Source: an optimization exercise on an open RTL-to-GDS flow (aim: small area, a short achievable clock period and few clock cycles per item). Production flows keep margins and buffers that such runs may drop. RTL that was checked went through simulation tests only; none was proved equivalent to the original. For runs 1 and 3 to 5, only the layout was checked, not whether the RTL still works.

==> config.mk <==
export PLATFORM = sky130hd
export DESIGN_NAME = des_core
export DESIGN_NICKNAME = des_core
export VERILOG_FILES = /design/flow/design.v
export SDC_FILE = /design/flow/constraint.sdc
export NUM_CORES = 4
export LEC_CHECK = 0
export ABC_AREA = 1
export CAP_MARGIN = 20
export CORE_MARGIN = 2
export CORE_UTILIZATION = 40
export CTS_BUF_LIST = sky130_fd_sc_hd__clkbuf_8
export SETUP_SLACK_MARGIN = 2.6
export SLEW_MARGIN = 20
==> constraint.sdc <==
create_clock -name core_clock -period 4.8 [get_ports {clk_i}]
set_input_delay 0.9600 -clock core_clock [delete_from_list [all_inputs] [get_ports {clk_i}]]
set_output_delay 0.9600 -clock core_clock [all_outputs]
set_load 0.01 [all_outputs]
==> design.v <==
    localparam [64*7-1:0] IP_TABLE = {
        7'd58, 7'd50, 7'd42, 7'd34, 7'd26, 7'd18, 7'd10, 7'd2, 7'd60, 7'd52, 7'd44, 7'd36, 7'd28, 7'd20, 7'd12, 7'd4,
        7'd62, 7'd54, 7'd46, 7'd38, 7'd30, 7'd22, 7'd14, 7'd6, 7'd64, 7'd56, 7'd48, 7'd40, 7'd32, 7'd24, 7'd16, 7'd8,
        7'd57, 7'd49, 7'd41, 7'd33, 7'd25, 7'd17, 7'd9, 7'd1, 7'd59, 7'd51, 7'd43, 7'd35, 7'd27, 7'd19, 7'd11, 7'd3,
        7'd61, 7'd53, 7'd45, 7'd37, 7'd29, 7'd21, 7'd13, 7'd5, 7'd63, 7'd55, 7'd47, 7'd39, 7'd31, 7'd23, 7'd15, 7'd7
    };
    localparam [64*7-1:0] FP_TABLE = {
        7'd40, 7'd8, 7'd48, 7'd16, 7'd56, 7'd24, 7'd64, 7'd32, 7'd39, 7'd7, 7'd47, 7'd15, 7'd55, 7'd23, 7'd63, 7'd31,
        7'd38, 7'd6, 7'd46, 7'd14, 7'd54, 7'd22, 7'd62, 7'd30, 7'd37, 7'd5, 7'd45, 7'd13, 7'd53, 7'd21, 7'd61, 7'd29,
        7'd36, 7'd4, 7'd44, 7'd12, 7'd52, 7'd20, 7'd60, 7'd28, 7'd35, 7'd3, 7'd43, 7'd11, 7'd51, 7'd19, 7'd59, 7'd27,
        7'd34, 7'd2, 7'd42, 7'd10, 7'd50, 7'd18, 7'd58, 7'd26, 7'd33, 7'd1, 7'd41, 7'd9, 7'd49, 7'd17, 7'd57, 7'd25
    };
    localparam [48*7-1:0] E_TABLE = {
        7'd32, 7'd1, 7'd2, 7'd3, 7'd4, 7'd5, 7'd4, 7'd5, 7'd6, 7'd7, 7'd8, 7'd9, 7'd8, 7'd9, 7'd10, 7'd11,
        7'd12, 7'd13, 7'd12, 7'd13, 7'd14, 7'd15, 7'd16, 7'd17, 7'd16, 7'd17, 7'd18, 7'd19, 7'd20, 7'd21, 7'd20, 7'd21,
        7'd22, 7'd23, 7'd24, 7'd25, 7'd24, 7'd25, 7'd26, 7'd27, 7'd28, 7'd29, 7'd28, 7'd29, 7'd30, 7'd31, 7'd32, 7'd1
    };
    localparam [32*7-1:0] P_TABLE = {
        7'd16, 7'd7, 7'd20, 7'd21, 7'd29, 7'd12, 7'd28, 7'd17, 7'd1, 7'd15, 7'd23, 7'd26, 7'd5, 7'd18, 7'd31, 7'd10,
        7'd2, 7'd8, 7'd24, 7'd14, 7'd32, 7'd27, 7'd3, 7'd9, 7'd19, 7'd13, 7'd30, 7'd6, 7'd22, 7'd11, 7'd4, 7'd25
    };
    localparam [56*7-1:0] PC1_TABLE = {
        7'd57, 7'd49, 7'd41, 7'd33, 7'd25, 7'd17, 7'd9, 7'd1, 7'd58, 7'd50, 7'd42, 7'd34, 7'd26, 7'd18, 7'd10, 7'd2,
        7'd59, 7'd51, 7'd43, 7'd35, 7'd27, 7'd19, 7'd11, 7'd3, 7'd60, 7'd52, 7'd44, 7'd36, 7'd63, 7'd55, 7'd47, 7'd39,
        7'd31, 7'd23, 7'd15, 7'd7, 7'd62, 7'd54, 7'd46, 7'd38, 7'd30, 7'd22, 7'd14, 7'd6, 7'd61, 7'd53, 7'd45, 7'd37,
        7'd29, 7'd21, 7'd13, 7'd5, 7'd28, 7'd20, 7'd12, 7'd4
    };
    localparam [48*7-1:0] PC2_TABLE = {
        7'd14, 7'd17, 7'd11, 7'd24, 7'd1, 7'd5, 7'd3, 7'd28, 7'd15, 7'd6, 7'd21, 7'd10, 7'd23, 7'd19, 7'd12, 7'd4,
        7'd26, 7'd8, 7'd16, 7'd7, 7'd27, 7'd20, 7'd13, 7'd2, 7'd41, 7'd52, 7'd31, 7'd37, 7'd47, 7'd55, 7'd30, 7'd40,
        7'd51, 7'd45, 7'd33, 7'd48, 7'd44, 7'd49, 7'd39, 7'd56, 7'd34, 7'd53, 7'd46, 7'd42, 7'd50, 7'd36, 7'd29, 7'd32
    };
    localparam [8*64*4-1:0] SBOX = {
        4'd11, 4'd6, 4'd5, 4'd3, 4'd0, 4'd9, 4'd12, 4'd15, 4'd13, 4'd8, 4'd10, 4'd4, 4'd7, 4'd14, 4'd1, 4'd2,
        4'd8, 4'd5, 4'd3, 4'd15, 4'd13, 4'd10, 4'd6, 4'd0, 4'd2, 4'd14, 4'd12, 4'd9, 4'd1, 4'd4, 4'd11, 4'd7,
        4'd2, 4'd9, 4'd14, 4'd0, 4'd11, 4'd6, 4'd5, 4'd12, 4'd4, 4'd7, 4'd3, 4'd10, 4'd8, 4'd13, 4'd15, 4'd1,
        4'd7, 4'd12, 4'd0, 4'd5, 4'd14, 4'd3, 4'd9, 4'd10, 4'd1, 4'd11, 4'd15, 4'd6, 4'd4, 4'd8, 4'd2, 4'd13,
        4'd12, 4'd3, 4'd2, 4'd14, 4'd15, 4'd0, 4'd5, 4'd9, 4'd7, 4'd10, 4'd4, 4'd1, 4'd8, 4'd13, 4'd11, 4'd6,
        4'd2, 4'd9, 4'd5, 4'd0, 4'd8, 4'd6, 4'd15, 4'd10, 4'd14, 4'd7, 4'd3, 4'd12, 4'd13, 4'd11, 4'd4, 4'd1,
        4'd6, 4'd8, 4'd15, 4'd2, 4'd12, 4'd5, 4'd3, 4'd14, 4'd10, 4'd1, 4'd9, 4'd4, 4'd7, 4'd11, 4'd0, 4'd13,
        4'd1, 4'd6, 4'd10, 4'd5, 4'd7, 4'd9, 4'd12, 4'd3, 4'd13, 4'd8, 4'd0, 4'd15, 4'd14, 4'd2, 4'd11, 4'd4,
        4'd13, 4'd8, 4'd0, 4'd6, 4'd7, 4'd1, 4'd14, 4'd11, 4'd10, 4'd15, 4'd5, 4'd9, 4'd12, 4'd2, 4'd3, 4'd4,
        4'd6, 4'd11, 4'd13, 4'd1, 4'd10, 4'd4, 4'd0, 4'd7, 4'd3, 4'd12, 4'd8, 4'd2, 4'd5, 4'd15, 4'd14, 4'd9,
        4'd8, 4'd3, 4'd11, 4'd0, 4'd14, 4'd13, 4'd1, 4'd6, 4'd5, 4'd9, 4'd12, 4'd7, 4'd2, 4'd4, 4'd15, 4'd10,
        4'd11, 4'd5, 4'd7, 4'd14, 4'd4, 4'd3, 4'd13, 4'd0, 4'd8, 4'd6, 4'd2, 4'd9, 4'd15, 4'd10, 4'd1, 4'd12,
        4'd3, 4'd5, 4'd4, 4'd10, 4'd9, 4'd0, 4'd15, 4'd6, 4'd13, 4'd2, 4'd14, 4'd1, 4'd7, 4'd12, 4'd8, 4'd11,
        4'd14, 4'd0, 4'd3, 4'd6, 4'd5, 4'd12, 4'd9, 4'd15, 4'd8, 4'd7, 4'd13, 4'd10, 4'd11, 4'd1, 4'd2, 4'd4,
        4'd6, 4'd8, 4'd9, 4'd3, 4'd10, 4'd15, 4'd0, 4'd5, 4'd1, 4'd13, 4'd7, 4'd4, 4'd12, 4'd2, 4'd11, 4'd14,
        4'd9, 4'd14, 4'd0, 4'd13, 4'd15, 4'd3, 4'd5, 4'd8, 4'd6, 4'd11, 4'd10, 4'd7, 4'd1, 4'd4, 4'd12, 4'd2,
        4'd14, 4'd2, 4'd7, 4'd12, 4'd11, 4'd5, 4'd4, 4'd9, 4'd8, 4'd13, 4'd1, 4'd10, 4'd6, 4'd0, 4'd15, 4'd3,
        4'd4, 4'd8, 4'd2, 4'd5, 4'd14, 4'd3, 4'd1, 4'd15, 4'd13, 4'd7, 4'd11, 4'd12, 4'd0, 4'd9, 4'd6, 4'd10,
        4'd9, 4'd14, 4'd10, 4'd1, 4'd12, 4'd2, 4'd7, 4'd4, 4'd3, 4'd0, 4'd15, 4'd6, 4'd5, 4'd11, 4'd8, 4'd13,
        4'd15, 4'd4, 4'd12, 4'd11, 4'd5, 4'd8, 4'd2, 4'd1, 4'd10, 4'd9, 4'd6, 4'd0, 4'd3, 4'd14, 4'd13, 4'd7,
        4'd12, 4'd2, 4'd5, 4'd11, 4'd3, 4'd14, 4'd15, 4'd4, 4'd7, 4'd8, 4'd9, 4'd6, 4'd0, 4'd13, 4'd10, 4'd1,
        4'd7, 4'd14, 4'd10, 4'd5, 4'd12, 4'd2, 4'd1, 4'd11, 4'd0, 4'd3, 4'd15, 4'd8, 4'd9, 4'd4, 4'd6, 4'd13,
        4'd1, 4'd15, 4'd11, 4'd12, 4'd14, 4'd5, 4'd8, 4'd2, 4'd10, 4'd6, 4'd4, 4'd3, 4'd9, 4'd0, 4'd7, 4'd13,
        4'd8, 4'd2, 4'd4, 4'd11, 4'd7, 4'd12, 4'd13, 4'd1, 4'd5, 4'd15, 4'd3, 4'd6, 4'd14, 4'd9, 4'd0, 4'd10,
        4'd9, 4'd14, 4'd5, 4'd0, 4'd12, 4'd7, 4'd6, 4'd11, 4'd2, 4'd4, 4'd15, 4'd3, 4'd1, 4'd10, 4'd8, 4'd13,
        4'd15, 4'd2, 4'd3, 4'd9, 4'd6, 4'd12, 4'd8, 4'd5, 4'd1, 4'd13, 4'd4, 4'd10, 4'd11, 4'd7, 4'd14, 4'd0,
        4'd5, 4'd11, 4'd9, 4'd6, 4'd10, 4'd1, 4'd0, 4'd12, 4'd14, 4'd8, 4'd2, 4'd15, 4'd7, 4'd4, 4'd13, 4'd3,
        4'd10, 4'd5, 4'd0, 4'd12, 4'd13, 4'd2, 4'd7, 4'd9, 4'd4, 4'd3, 4'd11, 4'd6, 4'd14, 4'd8, 4'd1, 4'd15,
        4'd13, 4'd6, 4'd0, 4'd10, 4'd14, 4'd3, 4'd11, 4'd5, 4'd7, 4'd1, 4'd9, 4'd4, 4'd2, 4'd8, 4'd12, 4'd15,
        4'd0, 4'd5, 4'd10, 4'd3, 4'd7, 4'd9, 4'd12, 4'd15, 4'd11, 4'd2, 4'd6, 4'd13, 4'd8, 4'd14, 4'd1, 4'd4,
        4'd8, 4'd3, 4'd5, 4'd9, 4'd11, 4'd12, 4'd6, 4'd10, 4'd1, 4'd13, 4'd2, 4'd14, 4'd4, 4'd7, 4'd15, 4'd0,
        4'd7, 4'd0, 4'd9, 4'd5, 4'd12, 4'd6, 4'd10, 4'd3, 4'd8, 4'd11, 4'd15, 4'd2, 4'd1, 4'd13, 4'd4, 4'd14
    };
    localparam [16*2-1:0] ENC_SHIFT = {
        2'd1, 2'd2, 2'd2, 2'd2, 2'd2, 2'd2, 2'd2, 2'd1, 2'd2, 2'd2, 2'd2, 2'd2, 2'd2, 2'd2, 2'd1, 2'd1
    };
    localparam [16*2-1:0] DEC_SHIFT = {
        2'd1, 2'd2, 2'd2, 2'd2, 2'd2, 2'd2, 2'd2, 2'd1, 2'd2, 2'd2, 2'd2, 2'd2, 2'd2, 2'd2, 2'd1, 2'd0
    };
    function automatic [63:0] des_ip(input [63:0] blk);
        integer i;
        for (i = 0; i < 64; i = i + 1) des_ip[63 - i] = blk[64 - IP_TABLE[(63 - i) * 7 +: 7]];
    endfunction
    function automatic [63:0] des_fp(input [63:0] blk);
        integer i;
        for (i = 0; i < 64; i = i + 1) des_fp[63 - i] = blk[64 - FP_TABLE[(63 - i) * 7 +: 7]];
    endfunction
    function automatic [55:0] des_pc1(input [63:0] key);
        integer i;
        for (i = 0; i < 56; i = i + 1) des_pc1[55 - i] = key[64 - PC1_TABLE[(55 - i) * 7 +: 7]];
    endfunction
    function automatic [47:0] des_pc2(input [55:0] cd);
        integer i;
        for (i = 0; i < 48; i = i + 1) des_pc2[47 - i] = cd[56 - PC2_TABLE[(47 - i) * 7 +: 7]];
    endfunction
    function automatic [31:0] des_feistel(input [31:0] r, input [47:0] k);
        reg [47:0] x;
        reg [31:0] s;
        reg [5:0]  grp;
        integer    i;
        integer    b;
        for (i = 0; i < 48; i = i + 1) x[47 - i] = r[32 - E_TABLE[(47 - i) * 7 +: 7]];
        x = x ^ k;
        for (b = 0; b < 8; b = b + 1) begin
            grp = x[47 - 6 * b -: 6];
            s[31 - 4 * b -: 4] = SBOX[{b[2:0], grp[5], grp[0], grp[4:1], 2'b00} +: 4];
        end
        for (i = 0; i < 32; i = i + 1) des_feistel[31 - i] = s[32 - P_TABLE[(31 - i) * 7 +: 7]];
    endfunction
`timescale 1ns/1ns
`default_nettype none
module des_core (
    input  wire        clk_i,
    input  wire        reset_i,
    input  wire        mode_i,
    input  wire        valid_i,
    input  wire        accept_i,
    input  wire [63:0] key_i,
    input  wire [63:0] data_i,
    output wire        accept_o,
    output wire [63:0] data_o_o,
    output wire        valid_o_o
);
    localparam [64*7-1:0] IP_TABLE = {
        7'd58, 7'd50, 7'd42, 7'd34, 7'd26, 7'd18, 7'd10, 7'd2, 7'd60, 7'd52, 7'd44, 7'd36, 7'd28, 7'd20, 7'd12, 7'd4,
        7'd62, 7'd54, 7'd46, 7'd38, 7'd30, 7'd22, 7'd14, 7'd6, 7'd64, 7'd56, 7'd48, 7'd40, 7'd32, 7'd24, 7'd16, 7'd8,
        7'd57, 7'd49, 7'd41, 7'd33, 7'd25, 7'd17, 7'd9, 7'd1, 7'd59, 7'd51, 7'd43, 7'd35, 7'd27, 7'd19, 7'd11, 7'd3,
        7'd61, 7'd53, 7'd45, 7'd37, 7'd29, 7'd21, 7'd13, 7'd5, 7'd63, 7'd55, 7'd47, 7'd39, 7'd31, 7'd23, 7'd15, 7'd7
    };
    localparam [64*7-1:0] FP_TABLE = {
        7'd40, 7'd8, 7'd48, 7'd16, 7'd56, 7'd24, 7'd64, 7'd32, 7'd39, 7'd7, 7'd47, 7'd15, 7'd55, 7'd23, 7'd63, 7'd31,
        7'd38, 7'd6, 7'd46, 7'd14, 7'd54, 7'd22, 7'd62, 7'd30, 7'd37, 7'd5, 7'd45, 7'd13, 7'd53, 7'd21, 7'd61, 7'd29,
        7'd36, 7'd4, 7'd44, 7'd12, 7'd52, 7'd20, 7'd60, 7'd28, 7'd35, 7'd3, 7'd43, 7'd11, 7'd51, 7'd19, 7'd59, 7'd27,
        7'd34, 7'd2, 7'd42, 7'd10, 7'd50, 7'd18, 7'd58, 7'd26, 7'd33, 7'd1, 7'd41, 7'd9, 7'd49, 7'd17, 7'd57, 7'd25
    };
    localparam [48*7-1:0] E_TABLE = {
        7'd32, 7'd1, 7'd2, 7'd3, 7'd4, 7'd5, 7'd4, 7'd5, 7'd6, 7'd7, 7'd8, 7'd9, 7'd8, 7'd9, 7'd10, 7'd11,
        7'd12, 7'd13, 7'd12, 7'd13, 7'd14, 7'd15, 7'd16, 7'd17, 7'd16, 7'd17, 7'd18, 7'd19, 7'd20, 7'd21, 7'd20, 7'd21,
        7'd22, 7'd23, 7'd24, 7'd25, 7'd24, 7'd25, 7'd26, 7'd27, 7'd28, 7'd29, 7'd28, 7'd29, 7'd30, 7'd31, 7'd32, 7'd1
    };
    localparam [32*7-1:0] P_TABLE = {
        7'd16, 7'd7, 7'd20, 7'd21, 7'd29, 7'd12, 7'd28, 7'd17, 7'd1, 7'd15, 7'd23, 7'd26, 7'd5, 7'd18, 7'd31, 7'd10,
        7'd2, 7'd8, 7'd24, 7'd14, 7'd32, 7'd27, 7'd3, 7'd9, 7'd19, 7'd13, 7'd30, 7'd6, 7'd22, 7'd11, 7'd4, 7'd25
    };
    localparam [56*7-1:0] PC1_TABLE = {
        7'd57, 7'd49, 7'd41, 7'd33, 7'd25, 7'd17, 7'd9, 7'd1, 7'd58, 7'd50, 7'd42, 7'd34, 7'd26, 7'd18, 7'd10, 7'd2,
        7'd59, 7'd51, 7'd43, 7'd35, 7'd27, 7'd19, 7'd11, 7'd3, 7'd60, 7'd52, 7'd44, 7'd36, 7'd63, 7'd55, 7'd47, 7'd39,
        7'd31, 7'd23, 7'd15, 7'd7, 7'd62, 7'd54, 7'd46, 7'd38, 7'd30, 7'd22, 7'd14, 7'd6, 7'd61, 7'd53, 7'd45, 7'd37,
        7'd29, 7'd21, 7'd13, 7'd5, 7'd28, 7'd20, 7'd12, 7'd4
    };
    localparam [48*7-1:0] PC2_TABLE = {
        7'd14, 7'd17, 7'd11, 7'd24, 7'd1, 7'd5, 7'd3, 7'd28, 7'd15, 7'd6, 7'd21, 7'd10, 7'd23, 7'd19, 7'd12, 7'd4,
        7'd26, 7'd8, 7'd16, 7'd7, 7'd27, 7'd20, 7'd13, 7'd2, 7'd41, 7'd52, 7'd31, 7'd37, 7'd47, 7'd55, 7'd30, 7'd40,
        7'd51, 7'd45, 7'd33, 7'd48, 7'd44, 7'd49, 7'd39, 7'd56, 7'd34, 7'd53, 7'd46, 7'd42, 7'd50, 7'd36, 7'd29, 7'd32
    };
    localparam [8*64*4-1:0] SBOX = {
        4'd11, 4'd6, 4'd5, 4'd3, 4'd0, 4'd9, 4'd12, 4'd15, 4'd13, 4'd8, 4'd10, 4'd4, 4'd7, 4'd14, 4'd1, 4'd2,
        4'd8, 4'd5, 4'd3, 4'd15, 4'd13, 4'd10, 4'd6, 4'd0, 4'd2, 4'd14, 4'd12, 4'd9, 4'd1, 4'd4, 4'd11, 4'd7,
        4'd2, 4'd9, 4'd14, 4'd0, 4'd11, 4'd6, 4'd5, 4'd12, 4'd4, 4'd7, 4'd3, 4'd10, 4'd8, 4'd13, 4'd15, 4'd1,
        4'd7, 4'd12, 4'd0, 4'd5, 4'd14, 4'd3, 4'd9, 4'd10, 4'd1, 4'd11, 4'd15, 4'd6, 4'd4, 4'd8, 4'd2, 4'd13,
        4'd12, 4'd3, 4'd2, 4'd14, 4'd15, 4'd0, 4'd5, 4'd9, 4'd7, 4'd10, 4'd4, 4'd1, 4'd8, 4'd13, 4'd11, 4'd6,
        4'd2, 4'd9, 4'd5, 4'd0, 4'd8, 4'd6, 4'd15, 4'd10, 4'd14, 4'd7, 4'd3, 4'd12, 4'd13, 4'd11, 4'd4, 4'd1,
        4'd6, 4'd8, 4'd15, 4'd2, 4'd12, 4'd5, 4'd3, 4'd14, 4'd10, 4'd1, 4'd9, 4'd4, 4'd7, 4'd11, 4'd0, 4'd13,
        4'd1, 4'd6, 4'd10, 4'd5, 4'd7, 4'd9, 4'd12, 4'd3, 4'd13, 4'd8, 4'd0, 4'd15, 4'd14, 4'd2, 4'd11, 4'd4,
        4'd13, 4'd8, 4'd0, 4'd6, 4'd7, 4'd1, 4'd14, 4'd11, 4'd10, 4'd15, 4'd5, 4'd9, 4'd12, 4'd2, 4'd3, 4'd4,
        4'd6, 4'd11, 4'd13, 4'd1, 4'd10, 4'd4, 4'd0, 4'd7, 4'd3, 4'd12, 4'd8, 4'd2, 4'd5, 4'd15, 4'd14, 4'd9,
        4'd8, 4'd3, 4'd11, 4'd0, 4'd14, 4'd13, 4'd1, 4'd6, 4'd5, 4'd9, 4'd12, 4'd7, 4'd2, 4'd4, 4'd15, 4'd10,
        4'd11, 4'd5, 4'd7, 4'd14, 4'd4, 4'd3, 4'd13, 4'd0, 4'd8, 4'd6, 4'd2, 4'd9, 4'd15, 4'd10, 4'd1, 4'd12,
        4'd3, 4'd5, 4'd4, 4'd10, 4'd9, 4'd0, 4'd15, 4'd6, 4'd13, 4'd2, 4'd14, 4'd1, 4'd7, 4'd12, 4'd8, 4'd11,
        4'd14, 4'd0, 4'd3, 4'd6, 4'd5, 4'd12, 4'd9, 4'd15, 4'd8, 4'd7, 4'd13, 4'd10, 4'd11, 4'd1, 4'd2, 4'd4,
        4'd6, 4'd8, 4'd9, 4'd3, 4'd10, 4'd15, 4'd0, 4'd5, 4'd1, 4'd13, 4'd7, 4'd4, 4'd12, 4'd2, 4'd11, 4'd14,
        4'd9, 4'd14, 4'd0, 4'd13, 4'd15, 4'd3, 4'd5, 4'd8, 4'd6, 4'd11, 4'd10, 4'd7, 4'd1, 4'd4, 4'd12, 4'd2,
        4'd14, 4'd2, 4'd7, 4'd12, 4'd11, 4'd5, 4'd4, 4'd9, 4'd8, 4'd13, 4'd1, 4'd10, 4'd6, 4'd0, 4'd15, 4'd3,
        4'd4, 4'd8, 4'd2, 4'd5, 4'd14, 4'd3, 4'd1, 4'd15, 4'd13, 4'd7, 4'd11, 4'd12, 4'd0, 4'd9, 4'd6, 4'd10,
        4'd9, 4'd14, 4'd10, 4'd1, 4'd12, 4'd2, 4'd7, 4'd4, 4'd3, 4'd0, 4'd15, 4'd6, 4'd5, 4'd11, 4'd8, 4'd13,
        4'd15, 4'd4, 4'd12, 4'd11, 4'd5, 4'd8, 4'd2, 4'd1, 4'd10, 4'd9, 4'd6, 4'd0, 4'd3, 4'd14, 4'd13, 4'd7,
        4'd12, 4'd2, 4'd5, 4'd11, 4'd3, 4'd14, 4'd15, 4'd4, 4'd7, 4'd8, 4'd9, 4'd6, 4'd0, 4'd13, 4'd10, 4'd1,
        4'd7, 4'd14, 4'd10, 4'd5, 4'd12, 4'd2, 4'd1, 4'd11, 4'd0, 4'd3, 4'd15, 4'd8, 4'd9, 4'd4, 4'd6, 4'd13,
        4'd1, 4'd15, 4'd11, 4'd12, 4'd14, 4'd5, 4'd8, 4'd2, 4'd10, 4'd6, 4'd4, 4'd3, 4'd9, 4'd0, 4'd7, 4'd13,
        4'd8, 4'd2, 4'd4, 4'd11, 4'd7, 4'd12, 4'd13, 4'd1, 4'd5, 4'd15, 4'd3, 4'd6, 4'd14, 4'd9, 4'd0, 4'd10,
        4'd9, 4'd14, 4'd5, 4'd0, 4'd12, 4'd7, 4'd6, 4'd11, 4'd2, 4'd4, 4'd15, 4'd3, 4'd1, 4'd10, 4'd8, 4'd13,
        4'd15, 4'd2, 4'd3, 4'd9, 4'd6, 4'd12, 4'd8, 4'd5, 4'd1, 4'd13, 4'd4, 4'd10, 4'd11, 4'd7, 4'd14, 4'd0,
        4'd5, 4'd11, 4'd9, 4'd6, 4'd10, 4'd1, 4'd0, 4'd12, 4'd14, 4'd8, 4'd2, 4'd15, 4'd7, 4'd4, 4'd13, 4'd3,
        4'd10, 4'd5, 4'd0, 4'd12, 4'd13, 4'd2, 4'd7, 4'd9, 4'd4, 4'd3, 4'd11, 4'd6, 4'd14, 4'd8, 4'd1, 4'd15,
        4'd13, 4'd6, 4'd0, 4'd10, 4'd14, 4'd3, 4'd11, 4'd5, 4'd7, 4'd1, 4'd9, 4'd4, 4'd2, 4'd8, 4'd12, 4'd15,
        4'd0, 4'd5, 4'd10, 4'd3, 4'd7, 4'd9, 4'd12, 4'd15, 4'd11, 4'd2, 4'd6, 4'd13, 4'd8, 4'd14, 4'd1, 4'd4,
        4'd8, 4'd3, 4'd5, 4'd9, 4'd11, 4'd12, 4'd6, 4'd10, 4'd1, 4'd13, 4'd2, 4'd14, 4'd4, 4'd7, 4'd15, 4'd0,
        4'd7, 4'd0, 4'd9, 4'd5, 4'd12, 4'd6, 4'd10, 4'd3, 4'd8, 4'd11, 4'd15, 4'd2, 4'd1, 4'd13, 4'd4, 4'd14
    };
    localparam [16*2-1:0] ENC_SHIFT = {
        2'd1, 2'd2, 2'd2, 2'd2, 2'd2, 2'd2, 2'd2, 2'd1, 2'd2, 2'd2, 2'd2, 2'd2, 2'd2, 2'd2, 2'd1, 2'd1
    };
    localparam [16*2-1:0] DEC_SHIFT = {
        2'd1, 2'd2, 2'd2, 2'd2, 2'd2, 2'd2, 2'd2, 2'd1, 2'd2, 2'd2, 2'd2, 2'd2, 2'd2, 2'd2, 2'd1, 2'd0
    };
    function automatic [63:0] des_ip(input [63:0] blk);
        integer i;
        for (i = 0; i < 64; i = i + 1) des_ip[63 - i] = blk[64 - IP_TABLE[(63 - i) * 7 +: 7]];
    endfunction
    function automatic [63:0] des_fp(input [63:0] blk);
        integer i;
        for (i = 0; i < 64; i = i + 1) des_fp[63 - i] = blk[64 - FP_TABLE[(63 - i) * 7 +: 7]];
    endfunction
    function automatic [55:0] des_pc1(input [63:0] key);
        integer i;
        for (i = 0; i < 56; i = i + 1) des_pc1[55 - i] = key[64 - PC1_TABLE[(55 - i) * 7 +: 7]];
    endfunction
    function automatic [47:0] des_pc2(input [55:0] cd);
        integer i;
        for (i = 0; i < 48; i = i + 1) des_pc2[47 - i] = cd[56 - PC2_TABLE[(47 - i) * 7 +: 7]];
    endfunction
    function automatic [31:0] des_feistel(input [31:0] r, input [47:0] k);
        reg [47:0] x;
        reg [31:0] s;
        reg [5:0]  grp;
        integer    i;
        integer    b;
        for (i = 0; i < 48; i = i + 1) x[47 - i] = r[32 - E_TABLE[(47 - i) * 7 +: 7]];
        x = x ^ k;
        for (b = 0; b < 8; b = b + 1) begin
            grp = x[47 - 6 * b -: 6];
            s[31 - 4 * b -: 4] = SBOX[{b[2:0], grp[5], grp[0], grp[4:1], 2'b00} +: 4];
        end
        for (i = 0; i < 32; i = i + 1) des_feistel[31 - i] = s[32 - P_TABLE[(31 - i) * 7 +: 7]];
    endfunction
    reg         idle;       
    reg         busy;       
    reg         vld;        
    reg  [3:0]  cnt;        
    reg         dec;
    reg         one;        
    reg  [31:0] l_q;
    reg  [31:0] r_q;
    reg  [27:0] c_q;        
    reg  [27:0] d_q;
    assign accept_o  = idle || (vld && accept_i);
    assign valid_o_o = vld;
    assign data_o_o  = des_fp({r_q, l_q});
    wire load = valid_i && accept_o;
    wire [31:0] r_new = l_q ^ des_feistel(r_q, des_pc2({c_q, d_q}));
    wire [63:0] ip    = des_ip(data_i);
    always @(posedge clk_i) begin
        if (busy) begin
            l_q <= r_q;
            r_q <= r_new;
        end else if (!vld || accept_i) begin
            l_q <= ip[63:32];
            r_q <= ip[31:0];
        end
    end
    wire [55:0] cd0 = des_pc1(key_i);
    wire [27:0] c0  = cd0[55:28];
    wire [27:0] d0  = cd0[27:0];
    always @(posedge clk_i) begin
        if (!busy) begin
            if (mode_i) begin
                c_q <= c0;
                d_q <= d0;
            end else begin
                c_q <= {c0[26:0], c0[27]};
                d_q <= {d0[26:0], d0[27]};
            end
        end else if (dec) begin
            c_q <= one ? {c_q[0], c_q[27:1]} : {c_q[1:0], c_q[27:2]};
            d_q <= one ? {d_q[0], d_q[27:1]} : {d_q[1:0], d_q[27:2]};
        end else begin
            c_q <= one ? {c_q[26:0], c_q[27]} : {c_q[25:0], c_q[27:26]};
            d_q <= one ? {d_q[26:0], d_q[27]} : {d_q[25:0], d_q[27:26]};
        end
    end
    always @(posedge clk_i or negedge reset_i) begin
        if (!reset_i) begin
            idle <= 1'b1;
            busy <= 1'b0;
            vld  <= 1'b0;
            cnt  <= 4'd0;
            dec  <= 1'b0;
            one  <= 1'b0;
        end else if (busy) begin
            cnt <= cnt + 4'd1;
            one <= (cnt == 4'd6) || (cnt == 4'd13);
            if (cnt == 4'd15) begin
                busy <= 1'b0;
                vld  <= 1'b1;
            end
        end else if (load) begin
            idle <= 1'b0;
            busy <= 1'b1;
            vld  <= 1'b0;
            dec  <= mode_i;
            one  <= 1'b1;
        end else if (vld && accept_i) begin
            idle <= 1'b1;
            vld  <= 1'b0;
        end
    end
endmodule
`default_nettype wire
==> flow/run.sh <==
#!/bin/bash
# Standard ORFS layout with three changes:
#  - synthesis maps the logic with an area-oriented ABC script (abc_area2.script)
#    instead of ORFS's, and leaves XOR/AND pairs to ABC (no half-adder extraction);
#  - ports get plain buffers instead of the resizer's default pick (a delay cell).
# Each tool's output goes to standard.log; ORFS's own logs stay under orfs/logs.
set -euo pipefail
here=$(pwd)
{
  echo "proc abc {args} {"
  echo "  set i [lsearch -exact \$args -script]"
  echo "  if {\$i >= 0} { lset args [expr {\$i + 1}] $here/flow/abc_area2.script }"
  echo "  yosys abc {*}\$args"
  echo "}"
  cat synth_recipe.tcl
} > my_synth.tcl
bash standard.sh "SYNTH_SCRIPT=$here/my_synth.tcl" "ADDER_MAP_FILE=" \
  "BUFFER_PORTS_ARGS=-buffer_cell sky130_fd_sc_hd__buf_1" finish > standard.log 2>&1
==> flow/abc_area2.script <==
strash
dch -f
map -a
strash
dch -f
map -a
topo
stime -c
==> standard.sh <==
#!/bin/bash
# synth_recipe.tcl (not shown) runs the flow's synth.tcl, then flattens the netlist and writes it again
# the make line also repeats each setting of config.mk as NAME=value (left out here)
make -C /OpenROAD-flow-scripts/flow DESIGN_CONFIG=/design/flow/config.mk WORK_HOME=/design/flow/orfs CLKGATE_MAP_FILE= SYNTH_SCRIPT=/design/flow/synth_recipe.tcl "${@:-finish}"
==> results of run 1 <==
[kinds of logic after synthesis]
family / count (synthesis) / synth area share
simple gates: 789 / 0.333
xor+xnor: 55 / 0.0487
buf+inv: 164 / 0.0622
compound gates: 403 / 0.226
flops: 129 / 0.331
[timing repair]
action,CTS,global route
setup buffers,109,36
gates resized for setup,263,234
pin swaps,105,103
endpoints found under the setup margin,92,78
[cell usage after synthesis (all sizes together) (3+ instances only)]
cell type  number
dfrtp           8
a221oi          3
a22oi           6
o21ai         183
o32ai           3
xnor2          25
edfxtp         64
nor3           12
o22ai          11
o221ai          4
xor2           30
o311ai         10
nor2          238
or2            24
a31oi          14
nand3         198
clkinv        164
a32oi           7
o31ai           4
a21oi         137
dfxtp          56
o211ai         13
a211oi          5
nand2         315
[sequential cells by signal, summed over array words and instances, names as in the netlist]
signal / flops
c_q: 28
one: 1
busy: 1
cnt: 4
l_q: 32
r_q: 32
vld: 1
d_q: 28
dec: 1
idle: 1
[through the flow]
step | area (µm²) | setup WS [ns]
finish | 14600 | 2.37
global route | 14600 | 2.24
CTS | 13600 | 2.35
detailed placement | 11400 | 1.96
global placement | 11400 | 1.95
floorplan | 10300 | 2.35
[per-layer routing]
layer  wire length (µm)  vias to the layer above
met4               1050                        0
met1              16300                     5759
li1                   -                     6079
met2              18500                      445
met5                  0                        -
met3               2010                       75
[worst max-delay path by stage]
| stage | start | endpoint | cells past startpoint |
|---|---|---|---|
| after floorplan | busy$_DFF_PN0_ | vld$_DFFE_PN0P_ | 6 |
| after global placement | r_q[10]$_DFFE_PP_ | r_q[13]$_DFFE_PP_ | 11 |
| after detailed placement | r_q[10]$_DFFE_PP_ | r_q[13]$_DFFE_PP_ | 11 |
| after CTS | r_q[8]$_DFFE_PP_ | r_q[28]$_DFFE_PP_ | 13 |
| after global routing | r_q[9]$_DFFE_PP_ | r_q[3]$_DFFE_PP_ | 15 |
| final | r_q[8]$_DFFE_PP_ | r_q[3]$_DFFE_PP_ | 14 |
[area by class of cell]
cell class                      count  area (µm²)  share of cell area
Multi-Input combinational cell   1247        7600               0.521
Antenna cell                        3        7.51            0.000515
Tap cell                          324         405              0.0278
Sequential cell                   129        3280               0.225
Clock buffer                       17         234              0.0160
Inverter                          164         836              0.0573
Timing Repair Buffer              340        2050               0.140
Clock inverter                     15         168              0.0115
==> metrics.md, run 1 <==
| Metric | Value |
|---|---|
| Outcome | no timing/DRC/antenna violations |
| Syn nets | approximately 1700 |
| Startpoint Class | flip-flop |
| Clock root buffer | clkbuf_8 |
| Met3 usage in global routing | 0.0365 |
| CTS clk-pin slew, worst paths | approximately 0.10 ns |
| RSZ-0062 raised after global routing | yes |
| Ys Warns | 1 |
| Initial antenna violation count | 2 |
| Largest net degree at the start of global routing | ~110 |
| Via count | around 12000 |
| Share of cells above drive strength 1 | 0.287 |
| Mean Syn Cell Area | around 6.4 µm² |
| Fin crit period | 2.43 ns |
| Fillcell total | 2344 |
| Final hold violation count | 0 |
| Synth area leader | edfxtp_1 |
| Critical path type | reg -> reg |
| Row count | 57 |
| Critical R2R Launch | r_q[8]$_DFFE_PP_ |
| Worst-path cell with the longest stage delay | edfxtp_1 |
| Critical R2R Capture | r_q[3]$_DFFE_PP_ |
| Met2 Use GR | 0.474 |
| Worst r2r path cells | 14 |
| Max-Cap Viols | 0 |
| Top cell type's share of synthesized area | 0.194 |
| Core Util, Final | 0.600 |
| DRC viols | 0 |
| Clock Path Buffers | 2 |
| Initial DRC Count | ~970 |
| Layout area overhead | 47.4% |
| Gr usage total | 0.278 |
| Commonest non-fill, non-tap cell in the layout | nand2_1 |
| Fmax | 0.411 GHz |
| GR Util met1 | 0.365 |
| Synth Flop Type | edfxtp_1 |
| Drt wl/cell | about 17 µm |
| CTS tree | done |
| Die Span X | roughly 160 µm |
| Cts hold-fix bufs | 0 |
| Buffer and inverter count on the worst path | 4 |
| Via density | ~5.5 |
| Layout Skew | 0.0220 ns |
| Post-Route Setup TNS | 0 ns |
| Worst-path fanout max | 4 |
| Die height | ~160 µm |
| Clk Latency, worst-skew pair | between 0.4 and 0.5 ns |
| Synth async-reset ratio | 0.0698 |
| Global routing's busiest layer | met2 |
| Io pins | approximately 200 |
| Crit share post-route | 0.507 |
| CP required | between 5 and 6 ns |
| Core Box Area | between 20000 and 25000 µm² |
| Final net count | 2032 |
| Slew @ Worst Pin | between 1 and 1.5 ns |
| Placed Cells | between 2000 and 2500 |
| Minimum hold slack | approximately 0.42 ns |
| H-tree levels | 4 |
| Slowest stage delay, CP | about 0.47 ns |
| Top delay family on crit path | compound AO/OA/AOI/OAI gates |
| First-pass GRT wire length | around 58000 µm |
| CP arrival | about 2.7 ns |
| Seq cells post-synth | 129 |
| Total CTS buffers | 17 |
| Register-to-register path setup slack | roughly 2.4 ns |
| Max_slew headroom | 0.288 |
| 1st-pass router iterations | 7 |
| Routed WL | 37900 µm |
| Critical Path, Cell by Cell | or2_4, nand2_8, clkinv_4, nor2_4, clkinv_4, a21oi_4, nor2_2, inv_2, nor2_2, inv_2, o211ai_1, a32oi_2, xor2_1, o21ai_0 |
| Number of routed nets with antenna violations | 0 |
| Max Slew Vio Count | 0 |
| Mapped Cells | about 1500 |
| Hold Crit Class | in -> async |
| GPL Wtd Cong | approximately 0.90 |
| Synth top area cells | edfxtp_1 (19%), nand2_1 (12%), dfxtp_1 (11%) |
| HPWL reported at the end of detailed placement | between 20000 and 25000 µm |
| Die area | approximately 26000 µm² |
| EDFF count, synth | 64 |
| Sequential-to-total area share from yosys stat | 0.331 |
| Input/output buffers | 190 |
| # setup viols final | 0 |
| CP endpoint kind | flip-flop |
| Netlist Area Pre-Place | roughly 9900 µm² |
| Most frequent cells in the layout | nand2_1 (270), nand3_1 (193), buf_1 (177) |
| Global route total overflow | 0 |
| Number of global-route vias before repair | around 11000 |
| Clk sinks | 129 |
| Fin cells | ~2200 |
| Distinct cells, synth | 30 |
| Starting Density | 0.407 |
==> run 2: changes to the inputs <==
--- a/design.v
+++ b/design.v
@@ -227,5 +227,5 @@
     reg  [27:0] c_q;        
     reg  [27:0] d_q;
-    assign accept_o  = idle || (vld && accept_i);
+    assign accept_o  = idle;
     assign valid_o_o = vld;
     assign data_o_o  = des_fp({r_q, l_q});
==> flow/abc_area2.script (replaced) <==
strash
dch -f
map
strash
dch -f
map
topo
stime -c
==> run 2 against run 1 <==
  * Highest routed layer is now met5
  * Worst hold slack better by 0.0079 ns
  * Non-clock buffer count down 60
  * Via count up 12%
==> metrics.md, run 2 <==
| Metric | Value |
|---|---|
| CP required | 3.84 ns |
| Max_slew headroom | 0.451 |
| Design area | 14400 µm² |
| Die Span X | ~170 µm |
| Critical path type | reg -> out |
| Commonest non-fill, non-tap cell in the layout | nand2_1 |
| Most frequent cells in the layout | nand2_1 (463), nand3_1 (430), buf_1 (185) |
| CTS tree | done |
| Outcome | no timing/DRC/antenna violations |
| Drt wl/cell | around 18 µm |
| Synth area leader | nand3_1 |
| Initial antenna violation count | 1 |
| Global route total overflow | 0 |
| Final hold violation count | 0 |
| GPL Wtd Cong | roughly 0.95 |
| Number of routed nets with antenna violations | 0 |
| Fin crit period | 2.25 ns |
| Number of global-route vias before repair | ~12000 |
| Max-Cap Viols | 0 |
| Synth top area cells | nand3_1 (21%), edfxtp_1 (18%), nand2_1 (17%) |
| Gr usage total | 0.289 |
| Share of cells above drive strength 1 | 0.140 |
| Most frequent cell after synthesis | nand2_1 |
| Max Slew Vio Count | 0 |
| CP endpoint kind | output port |
| Seq cells post-synth | 129 |
| Netlist Area Pre-Place | ~11000 µm² |
| Placed inst area | 12100 µm² |
| Clock Path Buffers | 2 |
| Synth async-reset ratio | 0.0698 |
| Top cell type's share of synthesized area | 0.205 |
| Input/output buffers | 190 |
| Slew @ Worst Pin | 0.823 ns |
| Clk Latency, worst-skew pair | roughly 0.46 ns |
| Syn nets | between 1500 and 2000 |
| Worst-path cell with the longest stage delay | edfxtp_1 |
| Core Box Area | around 27000 µm² |
| Hold Crit Class | in -> async |
| Routed WL | 42700 µm |
| Worst r2r path cells | 10 |
| Register-to-register path setup slack | around 2.6 ns |
| Startpoint Class | flip-flop |
| DRC viols | 0 |
| Worst-path fanout max | 3 |
| Fmax | 0.445 GHz |
| Synth Flop Type | edfxtp_1 |
| H-tree levels | 4 |
| Placed Cells | approximately 2300 |
| Critical R2R Launch | r_q[20]$_DFFE_PP_ |
| Crit share post-route | 0.468 |
| Via count | between 10000 and 15000 |
| Core Util, Final | 0.538 |
| Clock root buffer | clkbuf_8 |
| Ys Warns | 1 |
| # setup viols final | 0 |
| CTS clk-pin slew, worst paths | about 0.080 ns |
| EDFF count, synth | between 60 and 70 |
| Layout area overhead | 33.1% |
| Final net count | about 2100 |
| Io pins | just under 200 |
| Die height | between 150 and 200 µm |
| Slowest stage delay, CP | 0.52 ns |
| Row count | 60 |
| Sequential-to-total area share from yosys stat | 0.302 |
| Via density | approximately 5.9 |
| Clk sinks | ~130 |
| CP arrival | about 1.3 ns |
| 1st-pass router iterations | 6 |
| First-pass GRT wire length | 65200 µm |
| Initial DRC Count | 1629 |
| RSZ-0062 raised after global routing | yes |
| Critical Path, Cell by Cell | buf_4, buf_1 |
| Ant. Diodes | 0 |
| CP startpoint | r_q[2]$_DFFE_PP_ |
| Die area | approximately 28000 µm² |
| Distinct cells, synth | 33 |
| HPWL reported at the end of detailed placement | 29800 µm |
| Post-Route Setup TNS | 0 ns |
| Top flop regs | l_q (32), r_q (32) |
| Mapped Cells | between 1500 and 2000 |
| Total CTS buffers | 17 |
| Largest net degree at the start of global routing | about 110 |
| Mean Syn Cell Area | between 6 and 7 µm² |
| Critical R2R Capture | r_q[8]$_DFFE_PP_ |
| Starting Density | 0.404 |
| Top post-synthesis cells by count | nand2_1 (491), nand3_1 (445), o21ai_0 (121) |
| Fin cells | roughly 2400 |
| Layout Skew | 0.0195 ns |
run 2: changes by cell type after synthesis, sizes merged, moves of 23 or more:
cell | previous run | this run
a21oi | 137 | 108
a31oi | 14 | 38
clkinv | 164 | 119
nand2 | 315 | 491
nand3 | 198 | 445
nand4 | 0 | 45
nor2 | 238 | 85
o211ai | 13 | 36
o21ai | 183 | 121
run 2: cell families (layout without fill, tap and decap cells):
kind of cell | after synthesis | count (layout) | share of synthesized area
flops | 129 | 129 | 0.302
compound gates | 337 | 337 | 0.177
buf+inv | 119 | 432 | 0.0412
simple gates | 1076 | 1076 | 0.438
xor+xnor | 52 | 53 | 0.0420
run 2: repair_timing:
action	4_1_cts	5_1_grt
setup buffers	26	56
pin swaps	3	39
gates cloned	0	2
setup endpoints to repair	56	41
resized for setup	59	140
hold buffers	0	0
run 2: how the worst max path moves through the flow:
stage | cells after the start | end
CTS | 9 | r_q[1]$_DFFE_PP_
finish | 2 | data_o_o[40]
global route | 10 | r_q[8]$_DFFE_PP_
detailed placement | 7 | r_q[1]$_DFFE_PP_
floorplan | 3 | r_q[11]$_DFFE_PP_
global placement | 7 | r_q[1]$_DFFE_PP_
run 2: per-layer routing:
layer,track usage,up-vias,part of all wire
li1,-,6765,-
met1,0.423,6452,0.45
met2,0.447,607,0.45
met3,0.0435,53,0.078
met4,0.0727,2,0.021
met5,0,-,0.00030
run 2: through the flow:
stage,hold slack [ns],worst slack (ns)
floorplan,0.488,2.43
global placement,0.522,1.83
detailed placement,0.530,1.86
CTS,0.419,2.46
global route,0.429,2.45
finish,0.427,2.55
run 2: layout make-up:
type / instances / area (µm²)
Clock buffer: 18 / 248
Timing Repair inverter: 1 / 5.00
Fill cell: 2670 / 12400
Multi-Input combinational cell: 1466 / 8220
Timing Repair Buffer: 280 / 1630
Inverter: 119 / 468
Tap cell: 341 / 427
Clock inverter: 14 / 136
Sequential cell: 129 / 3290
run 2: critical path, delay by kind of cell (launching register included):
kind | cells | cell delay, ns
buffers and inverters | 2 | 0.31
DFF | 1 | 0.52
Testbench counts of run 2, summed over its fixed seeds: cycles 9,216, items 512.
==> run 3: changes to the inputs <==
--- a/design.v
+++ b/design.v
@@ -227,5 +227,5 @@
     reg  [27:0] c_q;        
     reg  [27:0] d_q;
-    assign accept_o  = idle;
+    assign accept_o  = idle || (vld && accept_i);
     assign valid_o_o = vld;
     assign data_o_o  = des_fp({r_q, l_q});
@@ -262,4 +262,14 @@
         end
     end
+    always @(posedge clk_i) begin
+        if (busy) begin
+            cnt <= cnt + 4'd1;
+            one <= (cnt == 4'd6) || (cnt == 4'd13);
+        end else begin
+            cnt <= 4'd0;
+            one <= 1'b1;
+            dec <= mode_i;
+        end
+    end
     always @(posedge clk_i or negedge reset_i) begin
         if (!reset_i) begin
@@ -267,10 +277,5 @@
             busy <= 1'b0;
             vld  <= 1'b0;
-            cnt  <= 4'd0;
-            dec  <= 1'b0;
-            one  <= 1'b0;
         end else if (busy) begin
-            cnt <= cnt + 4'd1;
-            one <= (cnt == 4'd6) || (cnt == 4'd13);
             if (cnt == 4'd15) begin
                 busy <= 1'b0;
@@ -281,6 +286,4 @@
             busy <= 1'b1;
             vld  <= 1'b0;
-            dec  <= mode_i;
-            one  <= 1'b1;
         end else if (vld && accept_i) begin
             idle <= 1'b1;
==> flow/run.sh (replaced) <==
#!/bin/bash
# Standard ORFS layout with three changes:
#  - synthesis maps the logic with ABC script abc_map.script (choice-based
#    mapping with area recovery) instead of ORFS's;
#  - XOR/AND pairs are left to ABC (no half-adder extraction);
#  - ports get plain buffers instead of the resizer's default pick (a delay cell).
# The tools' output goes to standard.log; ORFS's own logs stay under orfs/logs.
set -euo pipefail
here=$(pwd)
{
  echo "proc abc {args} {"
  echo "  set i [lsearch -exact \$args -script]"
  echo "  if {\$i >= 0} { lset args [expr {\$i + 1}] $here/flow/abc_map.script }"
  echo "  yosys abc {*}\$args"
  echo "}"
  cat synth_recipe.tcl
} > my_synth.tcl
bash standard.sh "SYNTH_SCRIPT=$here/my_synth.tcl" "ADDER_MAP_FILE=" \
  "BUFFER_PORTS_ARGS=-buffer_cell sky130_fd_sc_hd__buf_1" finish > standard.log 2>&1
==> flow/abc_map.script (new file) <==
strash
dch -f
map
strash
dch -f
map
topo
stime -c
removed: flow/abc_area2.script
==> run 3 against run 2 <==
  * Worst setup slack got worse by 0.095 ns
  * Flip-flop and latch count unchanged
  * Count of clock-buffer cells in the layout unchanged
  * Critical path depth increased by 2
  * Sequential share of layout area decreased by 0.062 points
  * Via count decreased by 0.27%
  * Design area decreased by 0.26%
  * Register-to-register slack about the same
  * Global-route usage decreased by 0.67 points
==> metrics.md, run 3 <==
| Metric | Value |
|---|---|
| Number of global-route vias before repair | between 10000 and 15000 |
| Die height | 168 µm |
| First-pass GRT wire length | 63300 µm |
| Top flop regs | l_q (32), r_q (32) |
| Hold Crit Class | in -> async |
| Io pins | 199 |
| Critical path type | in -> out |
| Die Span X | ~170 µm |
| # setup viols final | 0 |
| RSZ-0062 raised after global routing | yes |
| Final worst slack | between 2 and 2.5 ns |
| CP Capture Point | accept_o |
| Number of routed nets with antenna violations | 0 |
| Final net count | 2156 |
| Startpoint Class | input pin |
| CTS tree | done |
| Post-Route Setup TNS | 0 ns |
| Fin cells | ~2400 |
| DRC viols | 0 |
| H-tree levels | 4 |
| EDFF count, synth | between 60 and 70 |
| CP endpoint kind | output port |
| Gr usage total | 0.282 |
| Clk sinks | between 100 and 150 |
| Via density | between 5 and 6 |
| Via count | roughly 14000 |
| Placed Cells | 2249 |
| Slew @ Worst Pin | about 1.0 ns |
| Dpl ws | slightly above 2 ns |
| Initial DRC Count | around 1500 |
| Critical R2R Capture | r_q[2]$_DFFE_PP_ |
| Row count | 60 |
| Synth Flop Type | edfxtp_1 |
| Register-to-register path setup slack | around 2.6 ns |
| Worst-path fanout max | 2 |
| Layout Skew | ~0.023 ns |
| Worst r2r path cells | 7 |
| Distinct cells, synth | 35 |
| Syn nets | between 1500 and 2000 |
| Minimum hold slack | around 0.29 ns |
| 1st-pass router iterations | 7 |
| Multi-input gate area | between 8000 and 9000 µm² |
| Synth async-reset ratio | 0.0233 |
| Crit share post-route | 0.488 |
| Fmax | 0.427 GHz |
| CP required | ~3.8 ns |
| Die area | roughly 28000 µm² |
| Total CTS buffers | 17 |
| Global route total overflow | 0 |
| Fillcell total | approximately 2700 |
| Cts hold-fix bufs | 0 |
| Clock root buffer | clkbuf_8 |
| Top post-synthesis cells by count | nand2_1 (462), nand3_1 (418), a21oi_1 (141) |
| Clk Latency, worst-skew pair | about 0.48 ns |
| Input/output buffers | 190 |
| Initial antenna violation count | 0 |
| Sequential-to-total area share from yosys stat | 0.300 |
| Max Slew Vio Count | 0 |
| Synth top area cells | nand3_1 (19%), edfxtp_1 (18%), nand2_1 (16%) |
| Netlist Area Pre-Place | ~11000 µm² |
| GPL Wtd Cong | 0.918 |
| Layout area overhead | 33.0% |
| Drt wl/cell | 17.9 µm |
| Largest net degree at the start of global routing | 114 |
| Register Area | roughly 3300 µm² |
| Synth area leader | nand3_1 |
| Mapped Cells | about 1700 |
| Most frequent cell after synthesis | nand2_1 |
| Max_slew headroom | 0.302 |
| Commonest non-fill, non-tap cell in the layout | nand2_1 |
| Top cell type's share of synthesized area | 0.193 |
| Share of cells above drive strength 1 | 0.145 |
| CTS clk-pin slew, worst paths | roughly 0.10 ns |
| Final hold violation count | 0 |
| CP startpoint | accept_i |
| Outcome | no timing/DRC/antenna violations |
| Most frequent cells in the layout | nand2_1 (435), nand3_1 (401), buf_1 (185) |
| Clock Path Buffers | 2 |
| Core Box Area | 26700 µm² |
| HPWL reported at the end of detailed placement | approximately 30000 µm |
| Ant. Diodes | 0 |
| Mean Syn Cell Area | 6.33 µm² |
| Critical R2R Launch | r_q[21]$_DFFE_PP_ |
| Ys Warns | 1 |
| CP arrival | roughly 1.4 ns |
| Max-Cap Viols | 0 |
| Fin crit period | approximately 2.3 ns |
| Routed WL | around 43000 µm |
| Seq cells post-synth | ~130 |
| Starting Density | 0.405 |
==> run 3: cell count changes in the layout (fill, tap and decap cells not counted), moves of 7 or more <==
cell | before | now
o21ai_0 | 110 | 75
nor2_1 | 77 | 110
a21oi_1 | 97 | 129
nand3_1 | 430 | 401
nand2_1 | 463 | 435
buf_4 | 69 | 91
buf_12 | 16 | 6
xnor2_4 | 21 | 14
==> run 3: routing by layer <==
metal | global-route usage | up-vias | part of all wire
li1 | - | 6795 | -
met1 | 0.385 | 6383 | 0.44
met2 | 0.441 | 602 | 0.46
met3 | 0.0668 | 61 | 0.080
met4 | 0.0922 | 0 | 0.025
met5 | 0 | - | 0
==> run 3: worst min-delay path by stage <==
stage	startpoint	to	slack, ns	depth (start not counted)
after floorplan	cnt[0]$_SDFF_PN0_	cnt[0]$_SDFF_PN0_	0.43	1
after global placement	cnt[0]$_SDFF_PN0_	cnt[0]$_SDFF_PN0_	0.44	1
after detailed placement	cnt[0]$_SDFF_PN0_	cnt[0]$_SDFF_PN0_	0.45	1
after CTS	reset_i	busy$_DFF_PN0_	0.27	1
after global routing	reset_i	busy$_DFF_PN0_	0.29	1
final	reset_i	vld$_DFFE_PN0P_	0.29	1
==> run 3: worst max-delay path: stages <==
cell      delay [ns]
buf_8           0.10
a21oi_4         0.13
clkinv_2        0.08
buf_6           0.12
==> run 3: final cells by class <==
type,instances,area share
sequential,129,0.227
timing repair buffer,293,0.113
tap,341,0.0297
multi-input combinational,1456,0.561
clock buffer,18,0.0172
clock inverter,14,0.0157
inverter,126,0.0358
==> run 3: kinds of logic (layout without fill, tap and decap cells) <==
family,after synthesis,count (layout),synth area share
compound gates,353,353,0.191
xor+xnor,43,44,0.0348
buf+inv,126,451,0.0437
flops,129,129,0.300
simple gates,1057,1059,0.430
==> run 3: stage by stage <==
stage,area [µm²],utilization
floorplan,10900,-
global placement,12100,0.453
detailed placement,12100,0.453
CTS,13400,0.500
global route,14400,0.538
finish,14400,0.538
==> run 3: timing repair <==
item,4_1_cts,5_1_grt
gates resized for setup,70,121
setup endpoints to repair,106,84
buffers inserted,37,56
pin swaps,9,32
gates cloned,1,2
==> run 4: changes to the inputs <==
--- a/config.mk
+++ b/config.mk
@@ -11,4 +11,4 @@
 export CORE_UTILIZATION = 40
 export CTS_BUF_LIST = sky130_fd_sc_hd__clkbuf_8
-export SETUP_SLACK_MARGIN = 2.6
+export SETUP_SLACK_MARGIN = 3.0
 export SLEW_MARGIN = 20
==> run 4 against run 3 <==
  * Non-clock buffer count grew 174
  * Final cell count grew 7.6%
  * Clock skew grew 0.0020 ns
  * Worst setup slack lost 0.0058 ns
  * Utilization grew 14 points
  * Register-to-register slack is essentially flat
  * Worst hold slack lost 0.040 ns
  * Critical endpoint unchanged
==> metrics.md, run 4 <==
| Metric | Value |
|---|---|
| Outcome | no timing/DRC/antenna violations |
| Distinct cells, synth | 35 |
| Final hold violation count | 0 |
| Die area | 28400 µm² |
| DRC viols | 0 |
| Fillcell total | roughly 2300 |
| CP endpoint kind | output port |
| # setup viols final | 0 |
| Initial DRC Count | between 1000 and 1500 |
| Io pins | between 150 and 200 |
| Netlist Area Pre-Place | roughly 11000 µm² |
| Synth area leader | nand3_1 |
| First-pass GRT wire length | approximately 72000 µm |
| Commonest non-fill, non-tap cell in the layout | nand2_1 |
| CP arrival | between 1 and 1.5 ns |
| Max_slew headroom | 0.586 |
| Syn nets | between 1500 and 2000 |
| Most frequent cells in the layout | nand2_1 (350), nand3_1 (273), buf_4 (193) |
| Largest net degree at the start of global routing | 114 |
| Sequential-to-total area share from yosys stat | 0.300 |
| Critical R2R Capture | r_q[25]$_DFFE_PP_ |
| CTS tree | done |
| Minimum hold slack | ~0.25 ns |
| HPWL reported at the end of detailed placement | roughly 30000 µm |
| Slew @ Worst Pin | ~0.62 ns |
| Number of global-route vias before repair | between 10000 and 15000 |
| Worst-path fanout max | 2 |
| Global route total overflow | 0 |
| EDFF count, synth | 65 |
| Clock Path Buffers | 2 |
| Multi-input gate area | 9950 µm² |
| Design area | between 15000 and 20000 µm² |
| Ys Warns | 1 |
| Critical path type | in -> out |
| Seq cells post-synth | 129 |
| Register Area | ~3300 µm² |
| Starting Density | 0.405 |
| Top flop regs | l_q (32), r_q (32) |
| Cts hold-fix bufs | 0 |
| Clock root buffer | clkbuf_8 |
| Top cell type's share of synthesized area | 0.193 |
| Layout area overhead | 67.3% |
| Routed WL | 48300 µm |
| Mapped Cells | around 1700 |
| Row count | 60 |
| Clk Latency, worst-skew pair | 0.49 ns |
| Clk sinks | between 100 and 150 |
| Drt wl/cell | roughly 19 µm |
| RSZ-0062 raised after global routing | yes |
| Fin crit period | around 2.3 ns |
| Fmax | roughly 0.43 GHz |
| Die height | around 170 µm |
| Most frequent cell after synthesis | nand2_1 |
| Worst r2r path cells | 9 |
| CP required | about 3.8 ns |
| Gr usage total | 0.318 |
| CTS clk-pin slew, worst paths | approximately 0.11 ns |
| Hold Crit Class | in -> async |
| Dpl ws | 2.14 ns |
| Initial antenna violation count | 1 |
| Input/output buffers | 190 |
| Share of cells above drive strength 1 | 0.375 |
| Final worst slack | roughly 2.5 ns |
| 1st-pass router iterations | 6 |
| Crit share post-route | 0.489 |
| Total CTS buffers | 17 |
| Startpoint Class | input pin |
| Via density | 5.92 |
| Top post-synthesis cells by count | nand2_1 (462), nand3_1 (418), a21oi_1 (141) |
| Max-Cap Viols | 0 |
| Layout Skew | around 0.025 ns |
| Register-to-register path setup slack | 2.58 ns |
| Critical R2R Launch | r_q[4]$_DFFE_PP_ |
| Number of routed nets with antenna violations | 0 |
| Via count | ~15000 |
| Die Span X | between 150 and 200 µm |
| Synth top area cells | nand3_1 (19%), edfxtp_1 (18%), nand2_1 (16%) |
| Post-Route Setup TNS | 0 ns |
| Placed inst area | approximately 13000 µm² |
| Max Slew Vio Count | 0 |
| Final net count | 2336 |
| H-tree levels | 4 |
| Mean Syn Cell Area | 6.33 µm² |
| Synth async-reset ratio | 0.0233 |
| Core Box Area | between 20000 and 30000 µm² |
| GPL Wtd Cong | 0.947 |
| Synth Flop Type | edfxtp_1 |
==> run 4: changes by cell type in the layout (fill, tap and decap cells not counted), sizes merged, moves of 4 or more <==
cell	change
bufinv	-5
clkbuf	+34
nand2	+4
buf	+139
inv	+8
==> run 4: metrics by stage <==
| stage | instances | utilization |
|---|---|---|
| floorplan | 1708 | - |
| global placement | 2246 | 0.477 |
| global route | 2557 | 0.677 |
| CTS | 2484 | 0.611 |
| detailed placement | 2246 | 0.477 |
| finish | 2558 | 0.677 |
==> run 4: routing by layer <==
metal	vias up	share of wire	track usage
li1	7173	-	-
met1	7112	0.43	0.442
met2	745	0.47	0.517
met3	120	0.072	0.0465
met4	0	0.030	0.0862
met5	-	0	0
==> run 4: how the worst max path moves through the flow <==
stage	from	cells after the start	end	slack, ns
floorplan	busy$_DFF_PN0_	2	l_q[0]$_DFFE_PP_	1.96
global placement	busy$_DFF_PN0_	4	r_q[25]$_DFFE_PP_	2.15
detailed placement	busy$_DFF_PN0_	4	r_q[25]$_DFFE_PP_	2.14
CTS	accept_i	4	accept_o	2.44
global route	accept_i	4	accept_o	2.44
finish	accept_i	4	accept_o	2.45
==> run 4: layout make-up <==
class,instances,area share
Inverter,126,0.0313
Clock buffer,17,0.0129
Clock inverter,15,0.00865
Timing Repair inverter,1,0.000277
Sequential cell,129,0.181
Timing Repair Buffer,467,0.192
Antenna cell,1,0.000138
Multi-Input combinational cell,1461,0.550
Tap cell,341,0.0236
==> run 4: timing repair <==
action	CTS	global route
pin swaps	129	153
setup endpoints to repair	242	111
buffers inserted	198	72
cloned	8	1
gates resized for setup	358	290
==> run 4: cells by family (layout without fill, tap and decap cells) <==
group / count (synthesis) / count (layout) / synth area share
other: 0 / 1 / 0
xor gates and xnor gates: 43 / 46 / 0.0348
DFF: 129 / 129 / 0.300
AOI/OAI and AO/OA: 353 / 353 / 0.191
buffers and inverters: 126 / 626 / 0.0437
and+or+nand+nor: 1057 / 1062 / 0.430
==> run 4: critical path, cell delays in order <==
cell      delay [ns]
buf_8           0.10
a21oi_4         0.13
clkinv_2        0.08
buf_6           0.12
==> run 5: changes to the inputs <==
--- a/design.v
+++ b/design.v
@@ -233,12 +233,11 @@
     wire [31:0] r_new = l_q ^ des_feistel(r_q, des_pc2({c_q, d_q}));
     wire [63:0] ip    = des_ip(data_i);
+    wire        upd   = busy || !vld || accept_i;
+    wire [31:0] l_nx  = busy ? r_q   : ip[63:32];
+    wire [31:0] r_nx  = busy ? r_new : ip[31:0];
+    wire [31:0] upd_v = {32{upd}};
     always @(posedge clk_i) begin
-        if (busy) begin
-            l_q <= r_q;
-            r_q <= r_new;
-        end else if (!vld || accept_i) begin
-            l_q <= ip[63:32];
-            r_q <= ip[31:0];
-        end
+        l_q <= (l_nx & upd_v) | (l_q & ~upd_v);
+        r_q <= (r_nx & upd_v) | (r_q & ~upd_v);
     end
     wire [55:0] cd0 = des_pc1(key_i);
==> flow/abc_map.script (replaced) <==
strash
dch -f
map -a
strash
dch -f
map -a
topo
stime -c
--- a/config.mk
+++ b/config.mk
@@ -11,4 +11,4 @@
 export CORE_UTILIZATION = 40
 export CTS_BUF_LIST = sky130_fd_sc_hd__clkbuf_8
-export SETUP_SLACK_MARGIN = 3.0
+export SETUP_SLACK_MARGIN = 2.6
 export SLEW_MARGIN = 20
==> run 5 against run 4 <==
  * Non-clock buffer count decreased by 123
  * Critical path depth increased by 11
  * Design area decreased by 19%
  * Flip-flop and latch count unchanged
  * Die area decreased by 8.2%
  * First-iteration DRC count decreased by 14%
  * Sequential share of layout area increased by 4.2 points
  * Area after synthesis decreased by 8.4%
  * Synthesized cell count decreased by 8.2%
  * Via count decreased by 17%
  * Critical path type is now reg -> reg
  * Highest routed layer unchanged
==> metrics.md, run 5 <==
| Metric | Value |
|---|---|
| Outcome | no timing/DRC/antenna violations |
| # setup viols final | 0 |
| Critical Path, Cell by Cell | inv_4, or2_4, nand2_4, clkinv_4, nor2_4, inv_4, nand2_4, clkinv_4, nor2_4, nor2_4, o221ai_2, nand2_2, o21ai_4, xnor2_1, o21ai_1 |
| Initial DRC Count | about 1300 |
| Die Span X | between 150 and 200 µm |
| Register-to-register path setup slack | roughly 2.4 ns |
| Top cell type's share of synthesized area | 0.197 |
| Register Area | 3260 µm² |
| Fin crit period | around 2.4 ns |
| DRC viols | 0 |
| Hold Crit Class | in -> async |
| Core Box Area | about 24000 µm² |
| Fmax | about 0.42 GHz |
| HPWL reported at the end of detailed placement | about 25000 µm |
| Post-Route Setup TNS | 0 ns |
| Worst-path fanout max | 3 |
| Placed Cells | 2087 |
| Clock Path Buffers | 2 |
| Top post-synthesis cells by count | nand2_1 (356), nor2_1 (227), nand3_1 (191) |
| Number of global-route vias before repair | about 11000 |
| CP arrival | around 2.6 ns |
| Final hold violation count | 0 |
| Startpoint Class | flip-flop |
| Initial antenna violation count | 0 |
| Seq cells post-synth | 129 |
| Synth Flop Type | edfxtp_1 |
| Input/output buffers | 190 |
| Global route total overflow | 0 |
| Starting Density | 0.408 |
| Final net count | between 2000 and 2500 |
| Critical path type | reg -> reg |
| First-pass GRT wire length | ~58000 µm |
| Worst r2r path cells | 15 |
| Die area | 26100 µm² |
| GPL Wtd Cong | between 0.9 and 1 |
| Ys Warns | 1 |
| Mean Syn Cell Area | ~6.3 µm² |
| Layout Skew | approximately 0.019 ns |
| Drt wl/cell | approximately 17 µm |
| Crit share post-route | 0.500 |
| Largest net degree at the start of global routing | 84 |
| CP required | ~5.0 ns |
| Syn nets | 1701 |
| RSZ-0062 raised after global routing | yes |
| Most frequent cells in the layout | nand2_1 (307), nand3_1 (187), buf_1 (180) |
| Ant. Diodes | 0 |
| Slowest stage delay, CP | 0.44 ns |
| Number of routed nets with antenna violations | 0 |
| CTS tree | done |
| Clk Latency, worst-skew pair | 0.46 ns |
| Worst-path cell with the longest stage delay | edfxtp_1 |
| Max Slew Vio Count | 0 |
| Most frequent cell after synthesis | nand2_1 |
| Gr usage total | 0.279 |
| Via count | ~13000 |
| Die height | 161 µm |
| H-tree levels | 4 |
| Sequential-to-total area share from yosys stat | 0.328 |
| CP endpoint kind | flip-flop |
| Fin cells | approximately 2300 |
| Slew @ Worst Pin | between 0.8 and 0.9 ns |
| CTS clk-pin slew, worst paths | about 0.09 ns |
| Synth top area cells | edfxtp_1 (20%), nand2_1 (13%), dfxtp_1 (12%) |
| Routed WL | 38500 µm |
| Clock root buffer | clkbuf_8 |
| Max_slew headroom | 0.420 |
| Share of cells above drive strength 1 | 0.271 |
| Multi-input gate area | roughly 7600 µm² |
## run 5: logic make-up after synthesis
group / synth area share
AO/OA/AOI/OAI: 0.223
XOR/XNOR: 0.0398
buffers and inverters: 0.0644
flip-flops: 0.328
AND/OR/NAND/NOR: 0.345
## run 5: worst max path at each step
stage	startpoint	end	slack, ns	cells past startpoint
floorplan	flip-flop	flip-flop	2.56	11
global placement	flip-flop	flip-flop	1.84	7
detailed placement	flip-flop	flip-flop	1.82	7
CTS	flip-flop	flip-flop	2.39	15
global route	flip-flop	flip-flop	2.29	14
finish	flip-flop	flip-flop	2.40	15
## run 5: repair_timing
| action | in CTS | in global routing |
|---|---|---|
| pin swaps | 94 | 108 |
| setup endpoints to repair | 35 | 48 |
| buffers inserted | 109 | 40 |
| hold buffers | 0 | 0 |
| gates resized for setup | 273 | 212 |
| cloned | 0 | 1 |
## run 5: cell type report
type | count | share of cell area
inverters | 170 | 0.0596
multi-input cells | 1270 | 0.518
flip-flops and latches | 129 | 0.224
well taps | 324 | 0.0278
repair buffers | 344 | 0.142
clock buffers | 18 | 0.0170
clock inverters | 14 | 0.0112
## run 5: metrics by stage
| step | cell area, µm² | setup slack (ns) | util | hold slack [ns] |
|---|---|---|---|---|
| 3_3_place_gp | 11400 | 1.84 | 0.470 | 0.446 |
| 4_1_cts | 13600 | 2.39 | 0.559 | 0.281 |
| 5_1_grt | 14600 | 2.29 | 0.599 | 0.296 |
| 6_report | 14600 | 2.40 | 0.599 | 0.299 |
| 3_5_place_dp | 11400 | 1.82 | 0.470 | 0.455 |
| 2_1_floorplan | 10300 | 2.56 | - | 0.430 |
## run 5: routing by layer
metal	GRT usage	vias up	wire length (µm)
met5	0	-	0
met4	0.0982	0	1130
met3	0.0270	61	1840
met2	0.483	424	19000
met1	0.363	5872	16500
li1	-	6160	-

## separate check: timing with driven ports
In the flow no input, the clock included, has a driving cell. The finished layouts below were timed again as built, in two steps.
Step 1, drivers: a clkbuf_16 drives clk_i and a buf_2 each remaining input, both assumed.
Step 2 moves the port delays by t, midway between the first and last clock arrival at a register: inputs arrive t later, outputs are due t later. That takes back most of the time a late clock gives input paths.
a / b / c = ideal / step 1 / step 2; a / b = the first two.
run | shift t [ns] | setup WS [ns] | worst register clock-pin slew, ns | worst slew at a driven data input, ns
run 1 | 0.508 | 2.367 / 2.349 / 2.321 | 0.10 / 0.10 | 0.08
run 2 | 0.498 | 2.553 / 2.509 / 2.381 | 0.09 / 0.09 | 0.07
run 3 | 0.512 | 2.458 / 2.410 / 2.316 | 0.10 / 0.10 | 0.06
run 4 | 0.529 | 2.452 / 2.412 / 2.412 | 0.11 / 0.11 | 0.08
run 5 | 0.497 | 2.401 / 2.373 / 2.117 | 0.09 / 0.09 | 0.06
After both steps setup and hold are still met in every run listed. For run 5, which loses most, drivers alone change the setup slack by -0.028 ns; drivers and shift together by -0.284 ns.
